Source: an optimization exercise on an open RTL-to-GDS flow (aim: small area and a short achievable clock period). Production flows keep margins and buffers that such runs may drop. In this exercise RTL edits were held to simulation tests only and were not proved equivalent to the original. Power and IR drop assume default switching activity.

==> module circular_deque, before the edit <==
module circular_deque (
    input  logic                          i_clk,
    input  logic                          i_rst_n,
    input  logic                          i_valid,
    output logic                          o_ready,
    input  logic [2:0]                    i_opcode,
    input  logic [cdq_pkg::ELEM_W-1:0]    i_value,
    output logic                          o_valid,
    input  logic                          i_ready,
    output logic [1:0]                    o_status,
    output logic [cdq_pkg::ELEM_W-1:0]    o_read_value,
    output logic [cdq_pkg::CNT_W-1:0]     o_count,
    output logic                          o_is_empty,
    output logic                          o_is_full
);
    localparam int N = cdq_pkg::NCELL;
    localparam int W = cdq_pkg::ELEM_W;
    cdq_pkg::t_elem            mem [N];
    logic [N-1:0]              r_head;    
    logic [N-1:0]              r_tail;    
    logic [N-1:0]              head_m1, head_p1, tail_m1, tail_p1;
    logic [cdq_pkg::CNT_W-1:0] r_count;
    logic [cdq_pkg::CNT_W-1:0] n_count;
    logic                      n_empty, n_full;
    logic                      r_empty, r_full;
    logic                      r_valid;
    logic [1:0]                r_status;
    logic [1:0]                n_status;
    logic [cdq_pkg::CNT_W-1:0] r_out_count;
    logic                      r_out_empty, r_out_full;
    cdq_pkg::t_elem            r_rd;
    cdq_pkg::t_elem            n_rd;
    logic [N-1:0]              rd_sel;
    logic                      in_acc;
    logic                      push_b, push_f, pop_f, pop_b, rd_any, clr;
    assign o_ready = ~r_valid | i_ready;
    assign in_acc  = i_valid & o_ready;
    assign head_m1 = {r_head[0], r_head[N-1:1]};
    assign head_p1 = {r_head[N-2:0], r_head[N-1]};
    assign tail_m1 = {r_tail[0], r_tail[N-1:1]};
    assign tail_p1 = {r_tail[N-2:0], r_tail[N-1]};
    always_comb begin
        push_b   = 1'b0;
        push_f   = 1'b0;
        pop_f    = 1'b0;
        pop_b    = 1'b0;
        rd_any   = 1'b0;
        clr      = 1'b0;
        n_status = cdq_pkg::ST_DONE;
        case (i_opcode)
            cdq_pkg::OP_PUSH_BACK:  if (r_full) n_status = cdq_pkg::ST_FULL; else push_b = 1'b1;
            cdq_pkg::OP_PUSH_FRONT: if (r_full) n_status = cdq_pkg::ST_FULL; else push_f = 1'b1;
            cdq_pkg::OP_POP_FRONT:  if (r_empty) n_status = cdq_pkg::ST_EMPTY; else begin pop_f = 1'b1; rd_any = 1'b1; end
            cdq_pkg::OP_POP_BACK:   if (r_empty) n_status = cdq_pkg::ST_EMPTY; else begin pop_b = 1'b1; rd_any = 1'b1; end
            cdq_pkg::OP_PEEK_FRONT: if (r_empty) n_status = cdq_pkg::ST_EMPTY; else rd_any = 1'b1;
            cdq_pkg::OP_PEEK_BACK:  if (r_empty) n_status = cdq_pkg::ST_EMPTY; else rd_any = 1'b1;
            cdq_pkg::OP_CLEAR:      clr = 1'b1;
            default: ;
        endcase
    end
    always_comb begin
        n_count = r_count;
        if (clr) n_count = '0;
        else if (push_b | push_f) n_count = r_count + 1'b1;
        else if (pop_f | pop_b) n_count = r_count - 1'b1;
    end
    assign n_empty = (n_count == '0);
    assign n_full  = (n_count == cdq_pkg::CNT_MAX);
    assign rd_sel = i_opcode[0] ? tail_m1 : r_head;
    cdq_pkg::t_elem rd_acc [N+1];
    assign rd_acc[0] = '0;
    for (genvar g = 0; g < N; g++) begin : g_rd
        assign rd_acc[g+1] = rd_acc[g] | (mem[g] & {W{rd_sel[g]}});
    end
    assign n_rd = rd_acc[N] & {W{rd_any}};
    for (genvar g = 0; g < N; g++) begin : g_slot
        always_ff @(posedge i_clk) begin
            if (!r_full && (head_m1[g] || r_tail[g])) mem[g] <= i_value;
        end
    end
    always_ff @(posedge i_clk) begin
        if (!i_rst_n) begin
            r_head  <= {{(N-1){1'b0}}, 1'b1};
            r_tail  <= {{(N-1){1'b0}}, 1'b1};
            r_count <= '0;
            r_empty <= 1'b1;
            r_full  <= 1'b0;
            r_valid <= 1'b0;
            r_status    <= cdq_pkg::ST_DONE;
            r_rd        <= '0;
            r_out_count <= '0;
            r_out_empty <= 1'b1;
            r_out_full  <= 1'b0;
        end else begin
            if (in_acc) begin
                r_count <= n_count;
                r_empty <= n_empty;
                r_full  <= n_full;
                r_valid <= 1'b1;
                if (push_f) r_head <= head_m1;
                else if (pop_f) r_head <= head_p1;
                if (clr) r_tail <= r_head;
                else if (push_b) r_tail <= tail_p1;
                else if (pop_b) r_tail <= tail_m1;
            end else if (i_ready) begin
                r_valid <= 1'b0;
            end
            if (o_ready) begin
                r_status    <= n_status;
                r_rd        <= n_rd;
                r_out_count <= n_count;
                r_out_empty <= n_empty;
                r_out_full  <= n_full;
            end
        end
    end
    assign o_valid      = r_valid;
    assign o_status     = r_status;
    assign o_read_value = r_rd;
    assign o_count      = r_out_count;
    assign o_is_empty   = r_out_empty;
    assign o_is_full    = r_out_full;
endmodule
==> flow/config.mk <==
export PLATFORM = sky130hd
export DESIGN_NAME = circular_deque
export DESIGN_NICKNAME = circular_deque
export VERILOG_FILES = /design/flow/design.v
export SDC_FILE = /design/flow/constraint.sdc
export NUM_CORES = 4
export LEC_CHECK = 0
export CAP_MARGIN = 20
export CORE_MARGIN = 2
export CORE_UTILIZATION = 40
export CTS_CLUSTER_DIAMETER = 100
export CTS_CLUSTER_SIZE = 25
export SETUP_SLACK_MARGIN = 1.3
export SLEW_MARGIN = 20
==> flow/constraint.sdc <==
create_clock -name core_clock -period 3.2 [get_ports {i_clk}]
set_input_delay 0.6400 -clock core_clock [delete_from_list [all_inputs] [get_ports {i_clk}]]
set_output_delay 0.6400 -clock core_clock [all_outputs]
set_load 0.01 [all_outputs]
run.sh (not shown) runs the stock make flow with config.mk's settings and CLKGATE_MAP_FILE= SYNTH_SCRIPT=/design/flow/synth_recipe.tcl, a recipe that flattens the netlist after the stock synthesis.
The starting point finished with timing, DRC and antenna clean.
Rerun with:
--- a/flow/design.v
+++ b/flow/design.v
@@ -41,8 +41,9 @@
     logic [cdq_pkg::CNT_W-1:0] n_count;
     logic                      n_empty, n_full;
     logic                      r_empty, r_full;
     logic                      r_valid;
+    logic                      r_idle;     
     logic [1:0]                r_status;
     logic [1:0]                n_status;
     logic [cdq_pkg::CNT_W-1:0] r_out_count;
     logic                      r_out_empty, r_out_full;
@@ -50,9 +51,9 @@
     cdq_pkg::t_elem            n_rd;
     logic [N-1:0]              rd_sel;
     logic                      in_acc;
     logic                      push_b, push_f, pop_f, pop_b, rd_any, clr;
-    assign o_ready = ~r_valid | i_ready;
+    assign o_ready = r_idle | i_ready;
     assign in_acc  = i_valid & o_ready;
     assign head_m1 = {r_head[0], r_head[N-1:1]};
     assign head_p1 = {r_head[N-2:0], r_head[N-1]};
     assign tail_m1 = {r_tail[0], r_tail[N-1:1]};
@@ -103,8 +104,9 @@
             r_count <= '0;
             r_empty <= 1'b1;
             r_full  <= 1'b0;
             r_valid <= 1'b0;
+            r_idle  <= 1'b1;
             r_status    <= cdq_pkg::ST_DONE;
             r_rd        <= '0;
             r_out_count <= '0;
             r_out_empty <= 1'b1;
@@ -114,15 +116,17 @@
                 r_count <= n_count;
                 r_empty <= n_empty;
                 r_full  <= n_full;
                 r_valid <= 1'b1;
+                r_idle  <= 1'b0;
                 if (push_f) r_head <= head_m1;
                 else if (pop_f) r_head <= head_p1;
                 if (clr) r_tail <= r_head;
                 else if (push_b) r_tail <= tail_p1;
                 else if (pop_b) r_tail <= tail_m1;
             end else if (i_ready) begin
                 r_valid <= 1'b0;
+                r_idle  <= 1'b1;
             end
             if (o_ready) begin
                 r_status    <= n_status;
                 r_rd        <= n_rd;
Effect: The changed run ran to the end with no violations; cell area goes down by a few percent; worst setup slack gains 0.033 ns; routed wire length decreases by roughly a tenth; via count falls by a few percent; count of clock-buffer cells in the layout is unchanged; clock power stays flat; maximum frequency went up slightly; power decreases slightly; core utilization is lower by 0.91 points; die area hardly moves.

==> separate check: timing with driven ports <==
No port has a modelled driver above. Below, the same layouts with a new extraction and two added sets of constraints. Step 1, drivers: a clkbuf_16 drives i_clk and a buf_2 each remaining input, both assumed. Step 2 adds t to the input delays and takes it off the output delays; t is the mean of the earliest and latest rising clock arrival at the registers after step 1. Input paths then give back, and output paths get back, about the clock's delay inside the block. a / b / c = ideal ports / drivers / drivers and shift; a / b = the first two.
| run | t (ns) | slack for setup (ns) | pins driven straight from the clock port |
|---|---|---|---|
| the first run | 0.655 | 1.263 / 1.207 / 0.663 | 1 |
| the second run | 0.653 | 1.296 / 1.236 / 0.735 | 1 |
After both steps setup and hold are still met in every run listed. The setup slack of the first run, which loses most, moves by -0.056 ns with the drivers and by -0.600 ns with both steps.
